What follows belongs to an exercise in optimizing a design on an open flow for small area and a short achievable clock period; a production flow would make more cautious choices.
Where RTL was checked, it was by simulation tests only, not by an equivalence proof against the original.
For runs 2 and 3, only the layout was checked, not whether the RTL still works.

## flow/design.v (module list and top-level ports; edited modules follow where they fit)
// module grad_top: 1819 lines
module grad_top (
    input  wire logic        clk,
    input  wire logic        rst,
    input  wire logic        in_valid,
    input  wire logic        sof,
    input  wire logic [7:0]  pixel,
    output logic             out_valid,
    output logic [32:0]      grad
);
  // ...
==> flow/flow/run.sh <==
#!/bin/bash
# The standard layout, with the port buffers made from buf_4 cells instead of the
# resizer's default pick (a delay cell), so that the ports are not slowed down.
set -euo pipefail
export BUFFER_PORTS_ARGS="-buffer_cell sky130_fd_sc_hd__buf_4"
bash standard.sh > standard.log 2>&1
==> flow/standard.sh <==
#!/bin/bash
# synth_recipe.tcl (not shown) runs the flow's synth.tcl, then flattens the netlist and writes it again
# the make line also repeats each setting of config.mk as NAME=value (left out here)
make -C /OpenROAD-flow-scripts/flow DESIGN_CONFIG=/design/flow/config.mk WORK_HOME=/design/flow/orfs CLKGATE_MAP_FILE= SYNTH_SCRIPT=/design/flow/synth_recipe.tcl "${@:-finish}"
==> flow/config.mk <==
export PLATFORM = sky130hd
export DESIGN_NAME = grad_top
export DESIGN_NICKNAME = grad_top
export VERILOG_FILES = /design/flow/design.v
export SDC_FILE = /design/flow/constraint.sdc
export NUM_CORES = 4
export LEC_CHECK = 0
export CAP_MARGIN = 20
export CORE_MARGIN = 2
export CORE_UTILIZATION = 65
export CTS_CLUSTER_DIAMETER = 80
export CTS_CLUSTER_SIZE = 25
export SLEW_MARGIN = 20
==> flow/constraint.sdc <==
create_clock -name core_clock -period 26.0 [get_ports {clk}]
set_input_delay 5.2000 -clock core_clock [delete_from_list [all_inputs] [get_ports {clk}]]
set_output_delay 5.2000 -clock core_clock [all_outputs]
set_load 0.01 [all_outputs]
==> impl_metrics.xml, run 1 <==
<?xml version="1.0" encoding="UTF-8"?>
<metrics>
  <group name="outcome">
    <metric name="outcome" unit="">finished clean</metric>
  </group>
  <group name="worst_setup_path">
    <metric name="critPathArrivalTime" unit="ns">7.19</metric>
    <metric name="critPathKind" unit="">flop to flop</metric>
    <metric name="critical_path_depth" unit="">24</metric>
    <metric name="critical_path_capture_point_type" unit="">flop</metric>
    <metric name="worst_path_largest_cell_delay" unit="ns">0.51</metric>
    <metric name="regToRegSetupSlack" unit="ns">19.28</metric>
  </group>
  <group name="yosys">
    <metric name="synth.most_common_cell" unit="">sky130_fd_sc_hd__dfxtp_1</metric>
    <metric name="yosys-mux-area-fraction" unit="%">4.405</metric>
    <metric name="syn_inst" unit="">2657</metric>
    <metric name="yosys.area.top_type" unit="">sky130_fd_sc_hd__edfxtp_1</metric>
    <metric name="netlist-cell-type-count" unit="">77</metric>
    <metric name="count_of_yosys_warnings_during_synthesis" unit="">2</metric>
    <metric name="count_of_state_elements_after_synthesis" unit="">616</metric>
    <metric name="syn_nets" unit="">3001</metric>
  </group>
  <group name="drt">
    <metric name="vias" unit="">18650</metric>
    <metric name="m1WireLength" unit="mm">24.74</metric>
  </group>
  <group name="layout">
    <metric name="reg.largest.list" unit="">sr (264), grad (33)</metric>
    <metric name="max_flop_register" unit="">sr</metric>
    <metric name="sh_seq_area" unit="%">46.81</metric>
    <metric name="design_area" unit="um2">32000</metric>
    <metric name="area_delta_synth_final" unit="%">6.973</metric>
    <metric name="layout.comb_gates.multi_input" unit="">1740</metric>
    <metric name="area.sequential" unit="um2">14980</metric>
  </group>
  <group name="die">
    <metric name="initial_util" unit="%">65.91</metric>
    <metric name="ios" unit="">46</metric>
    <metric name="number_of_well_taps" unit="">600</metric>
  </group>
  <group name="clock_tree">
    <metric name="cts_tree" unit="">yes</metric>
    <metric name="cts-root-buf" unit="">sky130_fd_sc_hd__clkbuf_16</metric>
    <metric name="cts_hold_repair.buffers" unit="">0</metric>
  </group>
</metrics>
==> run 2: changes to the inputs <==
--- a/flow/design.v
+++ b/flow/design.v
@@ -54,25 +54,23 @@
     end
     assign out_valid = vld[7];
     logic [8:0] dv, dh;
     logic [7:0] av, ah;
     assign dv = {1'b0, sr[0]}  - {1'b0, sr[32]};
     assign dh = {1'b0, sr[15]} - {1'b0, sr[17]};
     assign av = dv[8] ? 8'(-dv[7:0]) : dv[7:0];
     assign ah = dh[8] ? 8'(-dh[7:0]) : dh[7:0];
-    logic [7:0] r1_av, r1_ah;
-    logic       r1_hz, r1_neg, r1_ovf;
-    logic [7:0] r1_dsr;
-    assign r1_dsr = r1_ovf ? 8'd0 : {r1_ah[7:1], r1_ah[0] | r1_hz};
+    logic [7:0] r1_av, r1_ah, r1_dsr;
+    logic       r1_neg, r1_ovf;
     always_ff @(posedge clk) begin
         r1_av  <= av;
         r1_ah  <= ah;
-        r1_hz  <= (ah == 8'd0);
-        r1_neg <= (dv[8] ^ dh[8]) && (av != 8'd0);
+        r1_dsr <= {ah[7:1], ah[0] | (ah == 8'd0)};
+        r1_neg <= dv[8] ^ dh[8];
         r1_ovf <= (ah[7:5] == 3'd0) && (av[7:3] >= ah[4:0]) && (av != 8'd0);
     end
     logic [16:0] ssq0;
     logic sq_w1;
     logic sq_w2;
     assign sq_w1 = (r1_av[0] & r1_av[7]) ^ (r1_av[1] & r1_av[6]);
     assign sq_w2 = (r1_av[0] & r1_av[7]) & (r1_av[1] & r1_av[6]);
     logic sq_w3;
@@ -294,66 +292,77 @@
     logic [9:0] dq1_x;
     assign dq1_x = {1'b0, dq1_t} - {1'b0, {1'b0, r1_dsr}};
     assign dq1_d = dq1_x[8:0];
     assign dq1_ge = !dq1_x[9];
     logic [7:0] dq1_r;
     assign dq1_r = dq1_ge ? dq1_d[7:0] : dq1_t[7:0];
     logic [1:0] dq1_q;
     assign dq1_q = {dq0_q, dq1_ge};
-    logic [7:0] p2_drem;
-    logic [1:0] p2_dquo;
-    logic [7:0] p2_dsr;
-    logic p2_neg;
-    logic [2:0] p2_num;
-    logic [16:0] p2_srad;
-    always_ff @(posedge clk) begin
-        p2_drem <= dq1_r;
-        p2_dquo <= dq1_q;
-        p2_dsr  <= r1_dsr;
-        p2_neg  <= r1_neg;
-        p2_num  <= r1_av[2:0];
-        p2_srad <= ssq0;
-    end
     logic [8:0] dq2_t;
-    assign dq2_t = {p2_drem, p2_num[0]};
+    assign dq2_t = {dq1_r, r1_av[2:0][0]};
     logic [8:0] dq2_d;
     logic dq2_ge;
     logic [9:0] dq2_x;
-    assign dq2_x = {1'b0, dq2_t} - {1'b0, {1'b0, p2_dsr}};
+    assign dq2_x = {1'b0, dq2_t} - {1'b0, {1'b0, r1_dsr}};
     assign dq2_d = dq2_x[8:0];
     assign dq2_ge = !dq2_x[9];
     logic [7:0] dq2_r;
     assign dq2_r = dq2_ge ? dq2_d[7:0] : dq2_t[7:0];
     logic [2:0] dq2_q;
-    assign dq2_q = {p2_dquo, dq2_ge};
+    assign dq2_q = {dq1_q, dq2_ge};
+    logic [7:0] p2_drem;
+    logic [2:0] p2_dquo;
+    logic [7:0] p2_dsr;
+    logic p2_neg, p2_ovf;
+    logic [16:0] p2_srad;
+    always_ff @(posedge clk) begin
+        p2_drem <= dq2_r;
+        p2_dquo <= dq2_q;
+        p2_dsr  <= r1_dsr;
+        p2_neg  <= r1_neg;
+        p2_ovf  <= r1_ovf;
+        p2_srad <= ssq0;
+    end
     logic [8:0] dq3_t;
-    assign dq3_t = {dq2_r, 1'b0};
+    assign dq3_t = {p2_drem, 1'b0};
     logic [8:0] dq3_d;
     logic dq3_ge;
     logic [9:0] dq3_x;
     assign dq3_x = {1'b0, dq3_t} - {1'b0, {1'b0, p2_dsr}};
     assign dq3_d = dq3_x[8:0];
     assign dq3_ge = !dq3_x[9];
     logic [7:0] dq3_r;
     assign dq3_r = dq3_ge ? dq3_d[7:0] : dq3_t[7:0];
     logic [3:0] dq3_q;
-    assign dq3_q = {dq2_q, dq3_ge};
+    assign dq3_q = {p2_dquo, dq3_ge};
     logic [8:0] dq4_t;
     assign dq4_t = {dq3_r, 1'b0};
     logic [8:0] dq4_d;
     logic dq4_ge;
     logic [9:0] dq4_x;
     assign dq4_x = {1'b0, dq4_t} - {1'b0, {1'b0, p2_dsr}};
     assign dq4_d = dq4_x[8:0];
     assign dq4_ge = !dq4_x[9];
     logic [7:0] dq4_r;
     assign dq4_r = dq4_ge ? dq4_d[7:0] : dq4_t[7:0];
     logic [4:0] dq4_q;
     assign dq4_q = {dq3_q, dq4_ge};
+    logic [8:0] dq5_t;
+    assign dq5_t = {dq4_r, 1'b0};
+    logic [8:0] dq5_d;
+    logic dq5_ge;
+    logic [9:0] dq5_x;
+    assign dq5_x = {1'b0, dq5_t} - {1'b0, {1'b0, p2_dsr}};
+    assign dq5_d = dq5_x[8:0];
+    assign dq5_ge = !dq5_x[9];
+    logic [7:0] dq5_r;
+    assign dq5_r = dq5_ge ? dq5_d[7:0] : dq5_t[7:0];
+    logic [5:0] dq5_q;
+    assign dq5_q = {dq4_q, dq5_ge};
     logic [2:0] sq0_c, sq0_t;
     assign sq0_c = 3'({1'b0, p2_srad[16]});
     assign sq0_t = 3'(3'b001);
     logic [2:0] sq0_a, sq0_b;
     assign sq0_a = sq0_c;
     assign sq0_b = sq0_t;
     logic [2:0] sq0_g, sq0_p, sq0_d;
     logic [3:0] sq0_cy;
@@ -486,67 +495,68 @@
     assign sq2_d[3] = sq2_p[3] ^ sq2_cy[3];
     assign sq2_d[4] = sq2_p[4] ^ sq2_cy[4];
     assign sq2_ge = sq2_cy[5];
     logic [3:0] sq2_r;
     logic [2:0] sq2_q;
     assign sq2_r = sq2_ge ? sq2_d[3:0] : sq2_c[3:0];
     assign sq2_q = {sq1_q, sq2_ge};
     logic [7:0] p3_drem;
-    logic [4:0] p3_dquo;
+    logic [5:0] p3_dquo;
     logic [7:0] p3_dsr;
-    logic p3_neg;
+    logic p3_neg, p3_ovf;
     logic [16:0] p3_srad;
     logic [3:0] p3_srem;
     logic [2:0] p3_sroot;
     always_ff @(posedge clk) begin
-        p3_drem <= dq4_r;
-        p3_dquo <= dq4_q;
+        p3_drem <= dq5_r;
+        p3_dquo <= dq5_q;
         p3_dsr  <= p2_dsr;
         p3_neg  <= p2_neg;
+        p3_ovf  <= p2_ovf;
         p3_srad <= p2_srad;
         p3_srem  <= sq2_r;
         p3_sroot <= sq2_q;
     end
-    logic [8:0] dq5_t;
-    assign dq5_t = {p3_drem, 1'b0};
-    logic [8:0] dq5_d;
-    logic dq5_ge;
-    logic [9:0] dq5_x;
-    assign dq5_x = {1'b0, dq5_t} - {1'b0, {1'b0, p3_dsr}};
-    assign dq5_d = dq5_x[8:0];
-    assign dq5_ge = !dq5_x[9];
-    logic [7:0] dq5_r;
-    assign dq5_r = dq5_ge ? dq5_d[7:0] : dq5_t[7:0];
-    logic [5:0] dq5_q;
-    assign dq5_q = {p3_dquo, dq5_ge};
     logic [8:0] dq6_t;
-    assign dq6_t = {dq5_r, 1'b0};
+    assign dq6_t = {p3_drem, 1'b0};
     logic [8:0] dq6_d;
     logic dq6_ge;
     logic [9:0] dq6_x;
     assign dq6_x = {1'b0, dq6_t} - {1'b0, {1'b0, p3_dsr}};
     assign dq6_d = dq6_x[8:0];
     assign dq6_ge = !dq6_x[9];
     logic [7:0] dq6_r;
     assign dq6_r = dq6_ge ? dq6_d[7:0] : dq6_t[7:0];
     logic [6:0] dq6_q;
-    assign dq6_q = {dq5_q, dq6_ge};
+    assign dq6_q = {p3_dquo, dq6_ge};
     logic [8:0] dq7_t;
     assign dq7_t = {dq6_r, 1'b0};
     logic [8:0] dq7_d;
     logic dq7_ge;
     logic [9:0] dq7_x;
     assign dq7_x = {1'b0, dq7_t} - {1'b0, {1'b0, p3_dsr}};
     assign dq7_d = dq7_x[8:0];
     assign dq7_ge = !dq7_x[9];
     logic [7:0] dq7_r;
     assign dq7_r = dq7_ge ? dq7_d[7:0] : dq7_t[7:0];
     logic [7:0] dq7_q;
     assign dq7_q = {dq6_q, dq7_ge};
+    logic [8:0] dq8_t;
+    assign dq8_t = {dq7_r, 1'b0};
+    logic [8:0] dq8_d;
+    logic dq8_ge;
+    logic [9:0] dq8_x;
+    assign dq8_x = {1'b0, dq8_t} - {1'b0, {1'b0, p3_dsr}};
+    assign dq8_d = dq8_x[8:0];
+    assign dq8_ge = !dq8_x[9];
+    logic [7:0] dq8_r;
+    assign dq8_r = dq8_ge ? dq8_d[7:0] : dq8_t[7:0];
+    logic [8:0] dq8_q;
+    assign dq8_q = {dq7_q, dq8_ge};
     logic [5:0] sq3_c, sq3_t;
     assign sq3_c = 6'({p3_srem, p3_srad[11:10]});
     assign sq3_t = 6'({p3_sroot, 2'b01});
     logic [5:0] sq3_a, sq3_b;
     assign sq3_a = sq3_c;
     assign sq3_b = sq3_t;
     logic [5:0] sq3_g, sq3_p, sq3_d;
     logic [6:0] sq3_cy;
@@ -760,67 +770,68 @@
     assign sq5_d[6] = sq5_p[6] ^ sq5_cy[6];
     assign sq5_d[7] = sq5_p[7] ^ sq5_cy[7];
     assign sq5_ge = sq5_cy[8];
     logic [6:0] sq5_r;
     logic [5:0] sq5_q;
     assign sq5_r = sq5_ge ? sq5_d[6:0] : sq5_c[6:0];
     assign sq5_q = {sq4_q, sq5_ge};
     logic [7:0] p4_drem;
-    logic [7:0] p4_dquo;
+    logic [8:0] p4_dquo;
     logic [7:0] p4_dsr;
-    logic p4_neg;
+    logic p4_neg, p4_ovf;
     logic [16:0] p4_srad;
     logic [6:0] p4_srem;
     logic [5:0] p4_sroot;
     always_ff @(posedge clk) begin
-        p4_drem <= dq7_r;
-        p4_dquo <= dq7_q;
+        p4_drem <= dq8_r;
+        p4_dquo <= dq8_q;
         p4_dsr  <= p3_dsr;
         p4_neg  <= p3_neg;
+        p4_ovf  <= p3_ovf;
         p4_srad <= p3_srad;
         p4_srem  <= sq5_r;
         p4_sroot <= sq5_q;
     end
-    logic [8:0] dq8_t;
-    assign dq8_t = {p4_drem, 1'b0};
-    logic [8:0] dq8_d;
-    logic dq8_ge;
-    logic [9:0] dq8_x;
-    assign dq8_x = {1'b0, dq8_t} - {1'b0, {1'b0, p4_dsr}};
-    assign dq8_d = dq8_x[8:0];
-    assign dq8_ge = !dq8_x[9];
-    logic [7:0] dq8_r;
-    assign dq8_r = dq8_ge ? dq8_d[7:0] : dq8_t[7:0];
-    logic [8:0] dq8_q;
-    assign dq8_q = {p4_dquo, dq8_ge};
     logic [8:0] dq9_t;
-    assign dq9_t = {dq8_r, 1'b0};
+    assign dq9_t = {p4_drem, 1'b0};
     logic [8:0] dq9_d;
     logic dq9_ge;
     logic [9:0] dq9_x;
     assign dq9_x = {1'b0, dq9_t} - {1'b0, {1'b0, p4_dsr}};
     assign dq9_d = dq9_x[8:0];
     assign dq9_ge = !dq9_x[9];
     logic [7:0] dq9_r;
     assign dq9_r = dq9_ge ? dq9_d[7:0] : dq9_t[7:0];
     logic [9:0] dq9_q;
-    assign dq9_q = {dq8_q, dq9_ge};
+    assign dq9_q = {p4_dquo, dq9_ge};
     logic [8:0] dq10_t;
     assign dq10_t = {dq9_r, 1'b0};
     logic [8:0] dq10_d;
     logic dq10_ge;
     logic [9:0] dq10_x;
     assign dq10_x = {1'b0, dq10_t} - {1'b0, {1'b0, p4_dsr}};
     assign dq10_d = dq10_x[8:0];
     assign dq10_ge = !dq10_x[9];
     logic [7:0] dq10_r;
     assign dq10_r = dq10_ge ? dq10_d[7:0] : dq10_t[7:0];
     logic [10:0] dq10_q;
     assign dq10_q = {dq9_q, dq10_ge};
+    logic [8:0] dq11_t;
+    assign dq11_t = {dq10_r, 1'b0};
+    logic [8:0] dq11_d;
+    logic dq11_ge;
+    logic [9:0] dq11_x;
+    assign dq11_x = {1'b0, dq11_t} - {1'b0, {1'b0, p4_dsr}};
+    assign dq11_d = dq11_x[8:0];
+    assign dq11_ge = !dq11_x[9];
+    logic [7:0] dq11_r;
+    assign dq11_r = dq11_ge ? dq11_d[7:0] : dq11_t[7:0];
+    logic [11:0] dq11_q;
+    assign dq11_q = {dq10_q, dq11_ge};
     logic [8:0] sq6_c, sq6_t;
     assign sq6_c = 9'({p4_srem, p4_srad[5:4]});
     assign sq6_t = 9'({p4_sroot, 2'b01});
     logic [8:0] sq6_a, sq6_b;
     assign sq6_a = sq6_c;
     assign sq6_b = sq6_t;
     logic [8:0] sq6_g, sq6_p, sq6_d;
     logic [9:0] sq6_cy;
@@ -1005,67 +1016,68 @@
     assign sq7_d[8] = sq7_p[8] ^ sq7_cy[8];
     assign sq7_d[9] = sq7_p[9] ^ sq7_cy[9];
     assign sq7_ge = sq7_cy[10];
     logic [8:0] sq7_r;
     logic [7:0] sq7_q;
     assign sq7_r = sq7_ge ? sq7_d[8:0] : sq7_c[8:0];
     assign sq7_q = {sq6_q, sq7_ge};
     logic [7:0] p5_drem;
-    logic [10:0] p5_dquo;
+    logic [11:0] p5_dquo;
     logic [7:0] p5_dsr;
-    logic p5_neg;
+    logic p5_neg, p5_ovf;
     logic [16:0] p5_srad;
     logic [8:0] p5_srem;
     logic [7:0] p5_sroot;
     always_ff @(posedge clk) begin
-        p5_drem <= dq10_r;
-        p5_dquo <= dq10_q;
+        p5_drem <= dq11_r;
+        p5_dquo <= dq11_q;
         p5_dsr  <= p4_dsr;
         p5_neg  <= p4_neg;
+        p5_ovf  <= p4_ovf;
         p5_srad <= p4_srad;
         p5_srem  <= sq7_r;
         p5_sroot <= sq7_q;
     end
-    logic [8:0] dq11_t;
-    assign dq11_t = {p5_drem, 1'b0};
-    logic [8:0] dq11_d;
-    logic dq11_ge;
-    logic [9:0] dq11_x;
-    assign dq11_x = {1'b0, dq11_t} - {1'b0, {1'b0, p5_dsr}};
-    assign dq11_d = dq11_x[8:0];
-    assign dq11_ge = !dq11_x[9];
-    logic [7:0] dq11_r;
-    assign dq11_r = dq11_ge ? dq11_d[7:0] : dq11_t[7:0];
-    logic [11:0] dq11_q;
-    assign dq11_q = {p5_dquo, dq11_ge};
     logic [8:0] dq12_t;
-    assign dq12_t = {dq11_r, 1'b0};
+    assign dq12_t = {p5_drem, 1'b0};
     logic [8:0] dq12_d;
     logic dq12_ge;
     logic [9:0] dq12_x;
     assign dq12_x = {1'b0, dq12_t} - {1'b0, {1'b0, p5_dsr}};
     assign dq12_d = dq12_x[8:0];
     assign dq12_ge = !dq12_x[9];
     logic [7:0] dq12_r;
     assign dq12_r = dq12_ge ? dq12_d[7:0] : dq12_t[7:0];
     logic [12:0] dq12_q;
-    assign dq12_q = {dq11_q, dq12_ge};
+    assign dq12_q = {p5_dquo, dq12_ge};
     logic [8:0] dq13_t;
     assign dq13_t = {dq12_r, 1'b0};
     logic [8:0] dq13_d;
     logic dq13_ge;
     logic [9:0] dq13_x;
     assign dq13_x = {1'b0, dq13_t} - {1'b0, {1'b0, p5_dsr}};
     assign dq13_d = dq13_x[8:0];
     assign dq13_ge = !dq13_x[9];
     logic [7:0] dq13_r;
     assign dq13_r = dq13_ge ? dq13_d[7:0] : dq13_t[7:0];
     logic [13:0] dq13_q;
     assign dq13_q = {dq12_q, dq13_ge};
+    logic [8:0] dq14_t;
+    assign dq14_t = {dq13_r, 1'b0};
+    logic [8:0] dq14_d;
+    logic dq14_ge;
+    logic [9:0] dq14_x;
+    assign dq14_x = {1'b0, dq14_t} - {1'b0, {1'b0, p5_dsr}};
+    assign dq14_d = dq14_x[8:0];
+    assign dq14_ge = !dq14_x[9];
+    logic [7:0] dq14_r;
+    assign dq14_r = dq14_ge ? dq14_d[7:0] : dq14_t[7:0];
+    logic [14:0] dq14_q;
+    assign dq14_q = {dq13_q, dq14_ge};
     logic [10:0] sq8_c, sq8_t;
     assign sq8_c = 11'({p5_srem, p5_srad[1:0]});
     assign sq8_t = 11'({p5_sroot, 2'b01});
     logic [10:0] sq8_a, sq8_b;
     assign sq8_a = sq8_c;
     assign sq8_b = sq8_t;
     logic [10:0] sq8_g, sq8_p, sq8_d;
     logic [11:0] sq8_cy;
@@ -1290,67 +1302,68 @@
     assign sq9_d[10] = sq9_p[10] ^ sq9_cy[10];
     assign sq9_d[11] = sq9_p[11] ^ sq9_cy[11];
     assign sq9_ge = sq9_cy[12];
     logic [10:0] sq9_r;
     logic [9:0] sq9_q;
     assign sq9_r = sq9_ge ? sq9_d[10:0] : sq9_c[10:0];
     assign sq9_q = {sq8_q, sq9_ge};
     logic [7:0] p6_drem;
-    logic [13:0] p6_dquo;
+    logic [14:0] p6_dquo;
     logic [7:0] p6_dsr;
-    logic p6_neg;
+    logic p6_neg, p6_ovf;
     logic [16:0] p6_srad;
     logic [10:0] p6_srem;
     logic [9:0] p6_sroot;
     always_ff @(posedge clk) begin
-        p6_drem <= dq13_r;
-        p6_dquo <= dq13_q;
+        p6_drem <= dq14_r;
+        p6_dquo <= dq14_q;
         p6_dsr  <= p5_dsr;
         p6_neg  <= p5_neg;
+        p6_ovf  <= p5_ovf;
         p6_srad <= p5_srad;
         p6_srem  <= sq9_r;
         p6_sroot <= sq9_q;
     end
-    logic [8:0] dq14_t;
-    assign dq14_t = {p6_drem, 1'b0};
-    logic [8:0] dq14_d;
-    logic dq14_ge;
-    logic [9:0] dq14_x;
-    assign dq14_x = {1'b0, dq14_t} - {1'b0, {1'b0, p6_dsr}};
-    assign dq14_d = dq14_x[8:0];
-    assign dq14_ge = !dq14_x[9];
-    logic [7:0] dq14_r;
-    assign dq14_r = dq14_ge ? dq14_d[7:0] : dq14_t[7:0];
-    logic [14:0] dq14_q;
-    assign dq14_q = {p6_dquo, dq14_ge};
     logic [8:0] dq15_t;
-    assign dq15_t = {dq14_r, 1'b0};
+    assign dq15_t = {p6_drem, 1'b0};
     logic [8:0] dq15_d;
     logic dq15_ge;
     logic [9:0] dq15_x;
     assign dq15_x = {1'b0, dq15_t} - {1'b0, {1'b0, p6_dsr}};
     assign dq15_d = dq15_x[8:0];
     assign dq15_ge = !dq15_x[9];
     logic [7:0] dq15_r;
     assign dq15_r = dq15_ge ? dq15_d[7:0] : dq15_t[7:0];
     logic [15:0] dq15_q;
-    assign dq15_q = {dq14_q, dq15_ge};
+    assign dq15_q = {p6_dquo, dq15_ge};
     logic [8:0] dq16_t;
     assign dq16_t = {dq15_r, 1'b0};
     logic [8:0] dq16_d;
     logic dq16_ge;
     logic [9:0] dq16_x;
     assign dq16_x = {1'b0, dq16_t} - {1'b0, {1'b0, p6_dsr}};
     assign dq16_d = dq16_x[8:0];
     assign dq16_ge = !dq16_x[9];
     logic [7:0] dq16_r;
     assign dq16_r = dq16_ge ? dq16_d[7:0] : dq16_t[7:0];
     logic [16:0] dq16_q;
     assign dq16_q = {dq15_q, dq16_ge};
+    logic [8:0] dq17_t;
+    assign dq17_t = {dq16_r, 1'b0};
+    logic [8:0] dq17_d;
+    logic dq17_ge;
+    logic [9:0] dq17_x;
+    assign dq17_x = {1'b0, dq17_t} - {1'b0, {1'b0, p6_dsr}};
+    assign dq17_d = dq17_x[8:0];
+    assign dq17_ge = !dq17_x[9];
+    logic [7:0] dq17_r;
+    assign dq17_r = dq17_ge ? dq17_d[7:0] : dq17_t[7:0];
+    logic [17:0] dq17_q;
+    assign dq17_q = {dq16_q, dq17_ge};
     logic [12:0] sq10_c, sq10_t;
     assign sq10_c = 13'({p6_srem, 2'b00});
     assign sq10_t = 13'({p6_sroot, 2'b01});
     logic [12:0] sq10_a, sq10_b;
     assign sq10_a = sq10_c;
     assign sq10_b = sq10_t;
     logic [12:0] sq10_g, sq10_p, sq10_d;
     logic [13:0] sq10_cy;
@@ -1609,55 +1622,44 @@
     assign sq11_d[12] = sq11_p[12] ^ sq11_cy[12];
     assign sq11_d[13] = sq11_p[13] ^ sq11_cy[13];
     assign sq11_ge = sq11_cy[14];
     logic [12:0] sq11_r;
     logic [11:0] sq11_q;
     assign sq11_r = sq11_ge ? sq11_d[12:0] : sq11_c[12:0];
     assign sq11_q = {sq10_q, sq11_ge};
     logic [7:0] p7_drem;
-    logic [16:0] p7_dquo;
+    logic [17:0] p7_dquo;
     logic [7:0] p7_dsr;
-    logic p7_neg;
+    logic p7_neg, p7_ovf;
     logic [16:0] p7_srad;
     logic [12:0] p7_srem;
     logic [11:0] p7_sroot;
     always_ff @(posedge clk) begin
-        p7_drem <= dq16_r;
-        p7_dquo <= dq16_q;
+        p7_drem <= dq17_r;
+        p7_dquo <= dq17_q;
         p7_dsr  <= p6_dsr;
         p7_neg  <= p6_neg;
+        p7_ovf  <= p6_ovf;
         p7_srad <= p6_srad;
         p7_srem  <= sq11_r;
         p7_sroot <= sq11_q;
     end
-    logic [8:0] dq17_t;
-    assign dq17_t = {p7_drem, 1'b0};
-    logic [8:0] dq17_d;
-    logic dq17_ge;
-    logic [9:0] dq17_x;
-    assign dq17_x = {1'b0, dq17_t} - {1'b0, {1'b0, p7_dsr}};
-    assign dq17_d = dq17_x[8:0];
-    assign dq17_ge = !dq17_x[9];
-    logic [7:0] dq17_r;
-    assign dq17_r = dq17_ge ? dq17_d[7:0] : dq17_t[7:0];
-    logic [17:0] dq17_q;
-    assign dq17_q = {p7_dquo, dq17_ge};
     logic [8:0] dq18_t;
-    assign dq18_t = {dq17_r, 1'b0};
+    assign dq18_t = {p7_drem, 1'b0};
     logic [8:0] dq18_d;
     logic dq18_ge;
     logic [9:0] dq18_x;
     assign dq18_x = {1'b0, dq18_t} - {1'b0, {1'b0, p7_dsr}};
     assign dq18_d = dq18_x[8:0];
     assign dq18_ge = !dq18_x[9];
     logic [7:0] dq18_r;
     assign dq18_r = dq18_ge ? dq18_d[7:0] : dq18_t[7:0];
     logic [18:0] dq18_q;
-    assign dq18_q = {dq17_q, dq18_ge};
+    assign dq18_q = {p7_dquo, dq18_ge};
     logic [14:0] sq12_c, sq12_t;
     assign sq12_c = 15'({p7_srem, 2'b00});
     assign sq12_t = 15'({p7_sroot, 2'b01});
     logic [14:0] sq12_a, sq12_b;
     assign sq12_a = sq12_c;
     assign sq12_b = sq12_t;
     logic [14:0] sq12_g, sq12_p, sq12_d;
     logic [15:0] sq12_cy;
@@ -1809,14 +1811,15 @@
     logic [18:0] q, q_low, q_neg;
     logic [19:0] tan;
     assign q = dq18_q;
     assign q_low[0] = 1'b0;
     for (genvar i = 1; i < 19; i++) begin : g_low
         assign q_low[i] = |q[i-1:0];
     end
     assign q_neg = q ^ q_low;
-    assign tan = p7_neg ? {1'b1, (&q) ? 19'd0 : q_neg} : {1'b0, q};
+    assign tan = p7_ovf ? (p7_neg ? 20'h80000 : 20'h7ffff)
+               : p7_neg ? {|q, q_neg} : {1'b0, q};
     always_ff @(posedge clk) begin
         grad <= {sq12_q, tan};
     end
 endmodule
 `default_nettype wire
==> flow/run.sh (new file) <==
#!/bin/bash
# synth_recipe.tcl (not shown) runs the flow's synth.tcl, then flattens the netlist and writes it again
# the make line also repeats each setting of config.mk as NAME=value (left out here)
make -C /OpenROAD-flow-scripts/flow DESIGN_CONFIG=/design/flow/config.mk WORK_HOME=/design/flow/orfs CLKGATE_MAP_FILE= SYNTH_SCRIPT=/design/flow/synth_recipe.tcl finish
==> flow/config.mk (replaced) <==
export PLATFORM = sky130hd
export DESIGN_NAME = grad_top
export DESIGN_NICKNAME = grad_top
export VERILOG_FILES = /design/flow/design.v
export SDC_FILE = /design/flow/constraint.sdc
export NUM_CORES = 4
export LEC_CHECK = 0
export CAP_MARGIN = 20
export CORE_MARGIN = 2
export CORE_UTILIZATION = 65
export SLEW_MARGIN = 20
removed: flow/flow/run.sh
removed: flow/standard.sh
==> run 2 against run 1 <==
  * Hold slack improved by 0.0034 ns
  * Non-clock buffer count up 4
  * Largest cell class unchanged
  * Setup slack lost 0.18 ns
  * Utilization grew 2.5 points
  * Via count rose by 1.6%
  * Critical path depth increased by 6
  * Clock skew is 0.011 ns lower
  * Register-to-register slack worse by 0.18 ns
  * First-iteration DRC count is 5.0% higher
  * Critical path type unchanged
  * Die area is 0.39% higher
==> impl_metrics.xml, run 2 <==
<?xml version="1.0" encoding="UTF-8"?>
<metrics>
  <group name="global_routing">
    <metric name="groute.layer.met1.usage" unit="%">30.42</metric>
    <metric name="first_pass_grt_wire_length" unit="mm">91.90</metric>
    <metric name="most_crowded_layer_gr" unit="">met2</metric>
    <metric name="number_of_antenna_violations_at_the_first_check_in_global_routing" unit="">0</metric>
    <metric name="global_route.usage.total" unit="%">23.67</metric>
    <metric name="via_count_of_the_first_global_routing_pass" unit="">18980</metric>
    <metric name="use_met3" unit="%">2.786</metric>
    <metric name="grt_start_max_net_pins" unit="">89</metric>
    <metric name="total_overflow_reported_by_the_global_router" unit="">0</metric>
    <metric name="grt_use_met2" unit="%">41.96</metric>
  </group>
  <group name="worst_setup_path">
    <metric name="r2r_end" unit="">p2_drem[7]$_DFF_P_</metric>
    <metric name="critPathKind" unit="">flop to flop</metric>
    <metric name="most_frequent_cp_cell" unit="">sky130_fd_sc_hd__o21ai_0</metric>
    <metric name="regToRegSetupSlack" unit="ns">19.09</metric>
    <metric name="crit_fanout" unit="">9</metric>
    <metric name="cp-start-kind" unit="">flop</metric>
    <metric name="timing.critical_path.required" unit="ns">26.50</metric>
    <metric name="worst_path_largest_cell_delay" unit="ns">0.57</metric>
    <metric name="reg2regPathDepth" unit="">30</metric>
    <metric name="reg2reg_from" unit="">r1_av[2]$_DFF_P_</metric>
    <metric name="critical_path_capture_point_type" unit="">flop</metric>
    <metric name="worst_path_max_delay_cell" unit="">sky130_fd_sc_hd__a211oi_2</metric>
    <metric name="critPathArrivalTime" unit="ns">7.40</metric>
  </group>
  <group name="clock_tree">
    <metric name="clkSlewWorstSetupHoldPaths" unit="ns">0.06</metric>
    <metric name="post_cts.repair.setup_buffers" unit="">0</metric>
    <metric name="cts-root-buf" unit="">sky130_fd_sc_hd__clkbuf_16</metric>
    <metric name="htree_num_levels" unit="">2</metric>
    <metric name="insertion_delay" unit="ns">0.62</metric>
    <metric name="cts_repair_resize_count" unit="">0</metric>
    <metric name="cts_buffer_depth" unit="">3</metric>
    <metric name="cts_made_buffers" unit="">61</metric>
    <metric name="cts_tree" unit="">yes</metric>
    <metric name="cts_hold_repair.buffers" unit="">0</metric>
    <metric name="cts_num_sinks" unit="">627</metric>
  </group>
  <group name="layout">
    <metric name="most-common-layout-cells" unit="">sky130_fd_sc_hd__dfxtp_1 (361), sky130_fd_sc_hd__inv_1 (267), sky130_fd_sc_hd__edfxtp_1 (264)</metric>
    <metric name="final_net_count" unit="">3060</metric>
    <metric name="reg.largest.list" unit="">sr (264), grad (33), p7_dquo (18)</metric>
    <metric name="layout_commonest_cell" unit="">sky130_fd_sc_hd__dfxtp_1</metric>
    <metric name="post_route_insts_no_fill" unit="">3367</metric>
    <metric name="largest_register_ff_count" unit="">264</metric>
    <metric name="nFillCells" unit="">3090</metric>
    <metric name="area_delta_synth_final" unit="%">10.55</metric>
    <metric name="final_layout_size_suffix_gt1_share" unit="%">7.915</metric>
    <metric name="max_flop_register" unit="">sr</metric>
    <metric name="number_of_diodes_added_for_antenna_fixing" unit="">0</metric>
  </group>
  <group name="placed_design">
    <metric name="place_congestion" unit="">0.8729</metric>
    <metric name="place_hpwl" unit="mm">40.28</metric>
    <metric name="post_place_cells" unit="">3253</metric>
    <metric name="port_buffers" unit="">45</metric>
  </group>
  <group name="yosys">
    <metric name="synth_flop_cell" unit="">sky130_fd_sc_hd__dfxtp_1</metric>
    <metric name="syn_inst" unit="">2635</metric>
    <metric name="netlist-cell-type-count" unit="">82</metric>
    <metric name="syn_nets" unit="">2978</metric>
    <metric name="asyncSetResetFlopFracSynth" unit="%">0</metric>
    <metric name="count_of_yosys_warnings_during_synthesis" unit="">2</metric>
    <metric name="sequential_area_share_after_synthesis" unit="%">50.60</metric>
    <metric name="synth.top_cells.by_area" unit="">sky130_fd_sc_hd__edfxtp_1 (26%), sky130_fd_sc_hd__dfxtp_1 (24%), sky130_fd_sc_hd__ha_1 (11%)</metric>
    <metric name="synthDominantCellAreaShare" unit="%">26.40</metric>
    <metric name="yosys-top-cells-count" unit="">sky130_fd_sc_hd__dfxtp_1 (363), sky130_fd_sc_hd__inv_1 (267), sky130_fd_sc_hd__edfxtp_1 (264), sky130_fd_sc_hd__ha_1 (260), sky130_fd_sc_hd__nor2_1 (197)</metric>
    <metric name="synth.most_common_cell" unit="">sky130_fd_sc_hd__dfxtp_1</metric>
    <metric name="synth-edff-count" unit="">264</metric>
    <metric name="count_of_state_elements_after_synthesis" unit="">627</metric>
    <metric name="syn-cell-area" unit="um2">30030</metric>
    <metric name="synth_area_per_cell" unit="um2">11.40</metric>
    <metric name="yosys.area.top_type" unit="">sky130_fd_sc_hd__edfxtp_1</metric>
  </group>
  <group name="drt">
    <metric name="drt-total-wl" unit="mm">55.87</metric>
    <metric name="detail_route.wl_per_cell" unit="um">16.59</metric>
    <metric name="avgViaCountPerCell" unit="">5.630</metric>
    <metric name="postRouteAntennaNets" unit="">0</metric>
    <metric name="dr.first_iter.drc_count" unit="">1070</metric>
    <metric name="firstDrtPassIters" unit="">5</metric>
    <metric name="drc" unit="">0</metric>
    <metric name="vias" unit="">18960</metric>
  </group>
  <group name="timing">
    <metric name="slew_violations" unit="">0</metric>
    <metric name="setup_total_negative_slack" unit="ns">0</metric>
    <metric name="rsz0062_at_grt" unit="">no</metric>
    <metric name="worst_slew_margin_rel" unit="%">31.98</metric>
    <metric name="total_count_of_hold_check_failures_in_the_final_report" unit="">0</metric>
    <metric name="post-route-period-util" unit="%">26.56</metric>
    <metric name="clock_skew" unit="ns">0.01360</metric>
    <metric name="final-setup-viol-count" unit="">0</metric>
    <metric name="tightest_slew" unit="ns">1.020</metric>
    <metric name="fmax" unit="MHz">144.8</metric>
    <metric name="min_period" unit="ns">6.906</metric>
  </group>
  <group name="hold_path">
    <metric name="worst_hold_path_type" unit="">flop to flop</metric>
    <metric name="whs_path_depth" unit="">0</metric>
    <metric name="whs_endpoint" unit="">p4_dquo[6]$_DFF_P_</metric>
    <metric name="worst_hold_startpoint" unit="">p3_dquo[3]$_DFF_P_</metric>
  </group>
  <group name="flow_run">
    <metric name="max_cap_violations" unit="">0</metric>
  </group>
  <group name="die">
    <metric name="ios" unit="">46</metric>
    <metric name="die_h" unit="um">218.9</metric>
    <metric name="floorplan.die.width" unit="um">218.9</metric>
    <metric name="core.rowCount" unit="">78</metric>
    <metric name="initial_util" unit="%">66.03</metric>
    <metric name="core" unit="um2">45480</metric>
    <metric name="die_area" unit="um2">47930</metric>
  </group>
  <group name="outcome">
    <metric name="outcome" unit="">finished clean</metric>
  </group>
</metrics>
run 2: how the worst max path moves through the flow:
stage	from	to	slack, ns	cells after the start
CTS	r1_av[2]$_DFF_P_	p2_drem[2]$_DFF_P_	19.15	30
detailed placement	r1_av[2]$_DFF_P_	p2_drem[2]$_DFF_P_	19.20	30
finish	r1_av[2]$_DFF_P_	p2_drem[7]$_DFF_P_	19.09	30
global placement	r1_av[2]$_DFF_P_	p2_drem[1]$_DFF_P_	19.39	30
floorplan	in_v$_DFF_P_	col[3]$_SDFFE_PN0P_	19.00	4
global route	r1_dsr[1]$_DFF_P_	p2_drem[1]$_DFF_P_	18.60	29
run 2: through the flow:
stage / util [%] / hold slack, ns / setup WS (ns) / area [um2]
floorplan: - / 0.3096 / 19.00 / 30030
global placement: 68.39 / 0.3099 / 19.39 / 31100
detailed placement: 68.39 / 0.3121 / 19.20 / 31100
CTS: 72.97 / 0.3235 / 19.15 / 33190
global route: 72.99 / 0.3289 / 18.60 / 33200
finish: 72.99 / 0.3157 / 19.09 / 33200
run 2: critical path: cells and delay by family (launching register included):
| family | cells | cell delay (ns) |
|---|---|---|
| AO/OA/AOI/OAI | 15 | 3.40 |
| adder cells (fa/ha/maj) | 4 | 0.92 |
| multiplexers | 2 | 0.83 |
| AND/OR/NAND/NOR | 5 | 0.69 |
| buffers and inverters | 4 | 0.52 |
| flip-flops | 1 | 0.44 |
run 2: cell families after synthesis:
kind of cell / synth area share, %
flip-flops: 50.60
XOR/XNOR: 4.638
other: 0.01249
AND/OR/NAND/NOR: 9.188
multiplexers: 5.146
buffers and inverters: 3.929
adder cells (fa/ha/maj): 15.57
AO/OA/AOI/OAI: 10.92
run 2: layout make-up:
class	count	area (um2)	share of cell area, %
Clock buffer	91	1750	5.273
Timing Repair Buffer	52	503.0	1.515
Sequential cell	627	15200	45.79
Tap cell	600	750.7	2.262
Multi-Input combinational cell	1707	13650	41.13
Inverter	268	1006	3.030
Clock inverter	22	332.8	1.003
run 2: layer usage:
layer / wire (um) / vias to the layer above
met5: 0 / -
met4: 1390 / 0
met3: 1865 / 101
met2: 27620 / 333
met1: 25000 / 9144
li1: - / 9377
==> run 3: changes to the inputs <==
--- a/flow/config.mk
+++ b/flow/config.mk
@@ -7,5 +7,5 @@
 export LEC_CHECK = 0
 export CAP_MARGIN = 20
 export CORE_MARGIN = 2
-export CORE_UTILIZATION = 65
+export CORE_UTILIZATION = 40
 export SLEW_MARGIN = 20
==> run 3 against run 2 <==
  * Fmax fell by 2.5%
  * Critical path depth fell by 1
  * Flip-flop and latch count did not move
  * Global-route usage fell by 9.4 points
  * Register-to-register slack got worse by 0.17 ns
  * Largest cell class unchanged
==> impl_metrics.xml, run 3 <==
<?xml version="1.0" encoding="UTF-8"?>
<metrics>
  <group name="outcome">
    <metric name="outcome" unit="">finished clean</metric>
  </group>
  <group name="timing">
    <metric name="worst_slew_margin_rel" unit="%">30.65</metric>
    <metric name="slew_violations" unit="">0</metric>
    <metric name="min_period" unit="ns">7.080</metric>
    <metric name="tightest_slew" unit="ns">1.040</metric>
    <metric name="total_count_of_hold_check_failures_in_the_final_report" unit="">0</metric>
    <metric name="setup_total_negative_slack" unit="ns">0</metric>
    <metric name="final-setup-viol-count" unit="">0</metric>
    <metric name="clock_skew" unit="ns">0.01839</metric>
    <metric name="post-route-period-util" unit="%">27.23</metric>
    <metric name="rsz0062_at_grt" unit="">no</metric>
    <metric name="fmax" unit="MHz">141.3</metric>
  </group>
  <group name="layout">
    <metric name="nFillCells" unit="">6816</metric>
    <metric name="final_layout_size_suffix_gt1_share" unit="%">8.672</metric>
    <metric name="largest_register_ff_count" unit="">264</metric>
    <metric name="reg.largest.list" unit="">sr (264), grad (33), p7_dquo (18)</metric>
    <metric name="post_route_insts_no_fill" unit="">3748</metric>
    <metric name="area_delta_synth_final" unit="%">13.02</metric>
    <metric name="number_of_diodes_added_for_antenna_fixing" unit="">0</metric>
    <metric name="final_net_count" unit="">3068</metric>
    <metric name="layout_commonest_cell" unit="">sky130_fd_sc_hd__dfxtp_1</metric>
    <metric name="max_flop_register" unit="">sr</metric>
    <metric name="most-common-layout-cells" unit="">sky130_fd_sc_hd__dfxtp_1 (362), sky130_fd_sc_hd__inv_1 (267), sky130_fd_sc_hd__edfxtp_1 (264)</metric>
  </group>
  <group name="global_routing">
    <metric name="total_overflow_reported_by_the_global_router" unit="">0</metric>
    <metric name="global_route.usage.total" unit="%">14.31</metric>
    <metric name="first_pass_grt_wire_length" unit="mm">91.96</metric>
    <metric name="via_count_of_the_first_global_routing_pass" unit="">19090</metric>
    <metric name="grt_start_max_net_pins" unit="">91</metric>
    <metric name="number_of_antenna_violations_at_the_first_check_in_global_routing" unit="">0</metric>
  </group>
  <group name="yosys">
    <metric name="netlist-cell-type-count" unit="">82</metric>
    <metric name="syn_nets" unit="">2978</metric>
    <metric name="count_of_yosys_warnings_during_synthesis" unit="">2</metric>
    <metric name="synthDominantCellAreaShare" unit="%">26.40</metric>
    <metric name="yosys.area.top_type" unit="">sky130_fd_sc_hd__edfxtp_1</metric>
    <metric name="synth_flop_cell" unit="">sky130_fd_sc_hd__dfxtp_1</metric>
    <metric name="asyncSetResetFlopFracSynth" unit="%">0</metric>
    <metric name="yosys-top-cells-count" unit="">sky130_fd_sc_hd__dfxtp_1 (363), sky130_fd_sc_hd__inv_1 (267), sky130_fd_sc_hd__edfxtp_1 (264), sky130_fd_sc_hd__ha_1 (260), sky130_fd_sc_hd__nor2_1 (197)</metric>
    <metric name="synth.top_cells.by_area" unit="">sky130_fd_sc_hd__edfxtp_1 (26%), sky130_fd_sc_hd__dfxtp_1 (24%), sky130_fd_sc_hd__ha_1 (11%)</metric>
    <metric name="sequential_area_share_after_synthesis" unit="%">50.60</metric>
    <metric name="synth.most_common_cell" unit="">sky130_fd_sc_hd__dfxtp_1</metric>
    <metric name="syn_inst" unit="">2635</metric>
    <metric name="syn-cell-area" unit="um2">30030</metric>
    <metric name="count_of_state_elements_after_synthesis" unit="">627</metric>
    <metric name="synth_area_per_cell" unit="um2">11.40</metric>
    <metric name="synth-edff-count" unit="">264</metric>
  </group>
  <group name="clock_tree">
    <metric name="cts_num_sinks" unit="">627</metric>
    <metric name="cts_buffer_depth" unit="">3</metric>
    <metric name="clkSlewWorstSetupHoldPaths" unit="ns">0.06</metric>
    <metric name="cts_repair_resize_count" unit="">0</metric>
    <metric name="htree_num_levels" unit="">3</metric>
    <metric name="post_cts.repair.setup_buffers" unit="">0</metric>
    <metric name="cts_hold_repair.buffers" unit="">0</metric>
    <metric name="cts_made_buffers" unit="">68</metric>
    <metric name="insertion_delay" unit="ns">0.61</metric>
    <metric name="cts-root-buf" unit="">sky130_fd_sc_hd__clkbuf_16</metric>
    <metric name="cts_tree" unit="">yes</metric>
  </group>
  <group name="worst_setup_path">
    <metric name="reg2reg_from" unit="">r1_av[2]$_DFF_P_</metric>
    <metric name="timing.critical_path.required" unit="ns">26.49</metric>
    <metric name="cp-start-kind" unit="">flop</metric>
    <metric name="r2r_end" unit="">p2_drem[6]$_DFF_P_</metric>
    <metric name="critPathArrivalTime" unit="ns">7.57</metric>
    <metric name="crit_fanout" unit="">9</metric>
    <metric name="reg2regPathDepth" unit="">29</metric>
    <metric name="critPathKind" unit="">flop to flop</metric>
    <metric name="most_frequent_cp_cell" unit="">sky130_fd_sc_hd__o21ai_0</metric>
    <metric name="worst_setup_path_startpoint" unit="">r1_av[2]$_DFF_P_</metric>
    <metric name="setup.worst_path.end" unit="">p2_drem[6]$_DFF_P_</metric>
    <metric name="worst_path_largest_cell_delay" unit="ns">0.56</metric>
    <metric name="critical_path_capture_point_type" unit="">flop</metric>
    <metric name="worst_path_max_delay_cell" unit="">sky130_fd_sc_hd__a211oi_2</metric>
    <metric name="regToRegSetupSlack" unit="ns">18.92</metric>
  </group>
  <group name="flow_run">
    <metric name="max_cap_violations" unit="">0</metric>
  </group>
  <group name="drt">
    <metric name="drc" unit="">0</metric>
    <metric name="drt-total-wl" unit="mm">54.86</metric>
    <metric name="firstDrtPassIters" unit="">5</metric>
    <metric name="avgViaCountPerCell" unit="">4.997</metric>
    <metric name="postRouteAntennaNets" unit="">0</metric>
    <metric name="dr.first_iter.drc_count" unit="">795</metric>
    <metric name="detail_route.wl_per_cell" unit="um">14.64</metric>
    <metric name="vias" unit="">18730</metric>
  </group>
  <group name="placed_design">
    <metric name="place_congestion" unit="">0.8605</metric>
    <metric name="place_hpwl" unit="mm">39.65</metric>
    <metric name="post_place_cells" unit="">3623</metric>
    <metric name="port_buffers" unit="">45</metric>
  </group>
  <group name="die">
    <metric name="ios" unit="">46</metric>
    <metric name="core.rowCount" unit="">100</metric>
    <metric name="core" unit="um2">74320</metric>
    <metric name="initial_util" unit="%">40.40</metric>
    <metric name="die_area" unit="um2">77280</metric>
    <metric name="die_h" unit="um">278.0</metric>
    <metric name="floorplan.die.width" unit="um">278.0</metric>
  </group>
  <group name="hold_path">
    <metric name="worst_hold_path_type" unit="">flop to flop</metric>
  </group>
</metrics>
[run 3: metal layers]
metal,share of wire [%],track usage (%)
met1,46,17.95
met2,49,24.85
met3,2.8,2.359
met4,2.8,5.087
met5,0,0
[run 3: worst min-delay path by stage]
stage	startpoint	to	slack (ns)	depth (start not counted)
final	p2_srad[6]$_DFF_P_	p3_srad[6]$_DFF_P_	0.32	0
after global placement	p3_dquo[3]$_DFF_P_	p4_dquo[6]$_DFF_P_	0.31	0
after global routing	p4_dquo[3]$_DFF_P_	p5_dquo[6]$_DFF_P_	0.32	0
after detailed placement	p2_srad[5]$_DFF_P_	p3_srad[5]$_DFF_P_	0.31	0
after floorplan	r1_neg$_DFF_P_	p2_neg$_DFF_P_	0.31	0
after CTS	p2_srad[6]$_DFF_P_	p3_srad[6]$_DFF_P_	0.32	0
[run 3: area by class of cell]
type                    instances  area, um2  share of cell area, %
clock inverters                37      451.7                  1.331
clock buffers                  87       1906                  5.615
multi-input cells            1707      13650                  40.23
inverters                     268       1006                  2.964
flip-flops and latches        627      15200                  44.78
repair buffers                 53      510.5                  1.504
well taps                     969       1212                  3.572
[run 3: cell families after synthesis]
group | synth area share (%)
AND/OR/NAND/NOR | 9.188
AO/OA/AOI/OAI | 10.92
flip-flops | 50.60
other | 0.01249
multiplexers | 5.146
buffers and inverters | 3.929
adder cells (fa/ha/maj) | 15.57
XOR/XNOR | 4.638
[run 3: critical path, delay by kind of cell, from the launching register on]
family          cells  cell delay (ns)
mux                 2             0.80
buf+inv             3             0.51
fa+ha+maj           4             1.05
flops               1             0.45
compound gates     15             3.60
simple gates        5             0.52
[run 3: through the flow]
step	cell area, um2	hold slack, ns	util [%]	setup slack (ns)
finish	33940	0.3186	45.66	18.92
global route	33940	0.3250	45.66	18.11
CTS	33930	0.3222	45.65	18.90
detailed placement	31570	0.3121	42.48	18.95
global placement	31570	0.3107	42.48	19.33
floorplan	30030	0.3096	-	19.00

-- afterwards: timing with drivers on the ports --
How much do the figures lean on ideal ports? The routed layouts below were timed once more, with nothing changed but the port constraints.
Step 1: set_driving_cell puts a clkbuf_16 on clk and a buf_2 on each other input, an assumption about the parent block.
Step 2 also shifts input and output timing later by t, the mid clock arrival at the registers, as if the neighbouring blocks saw the same clock.
Three values: ideal ports, drivers, drivers and shift; two values: the first two.
| run | t, ns | setup slack, ns | worst data-port slew with drivers (ns) |
|---|---|---|---|
| run 1 | 0.627 | 19.279 / 19.279 / 19.279 | 0.04 |
| run 2 | 0.671 | 19.094 / 19.094 / 19.094 | 0.05 |
| run 3 | 0.661 | 18.920 / 18.920 / 18.920 | 0.03 |
After both steps every run listed still meets setup and hold.
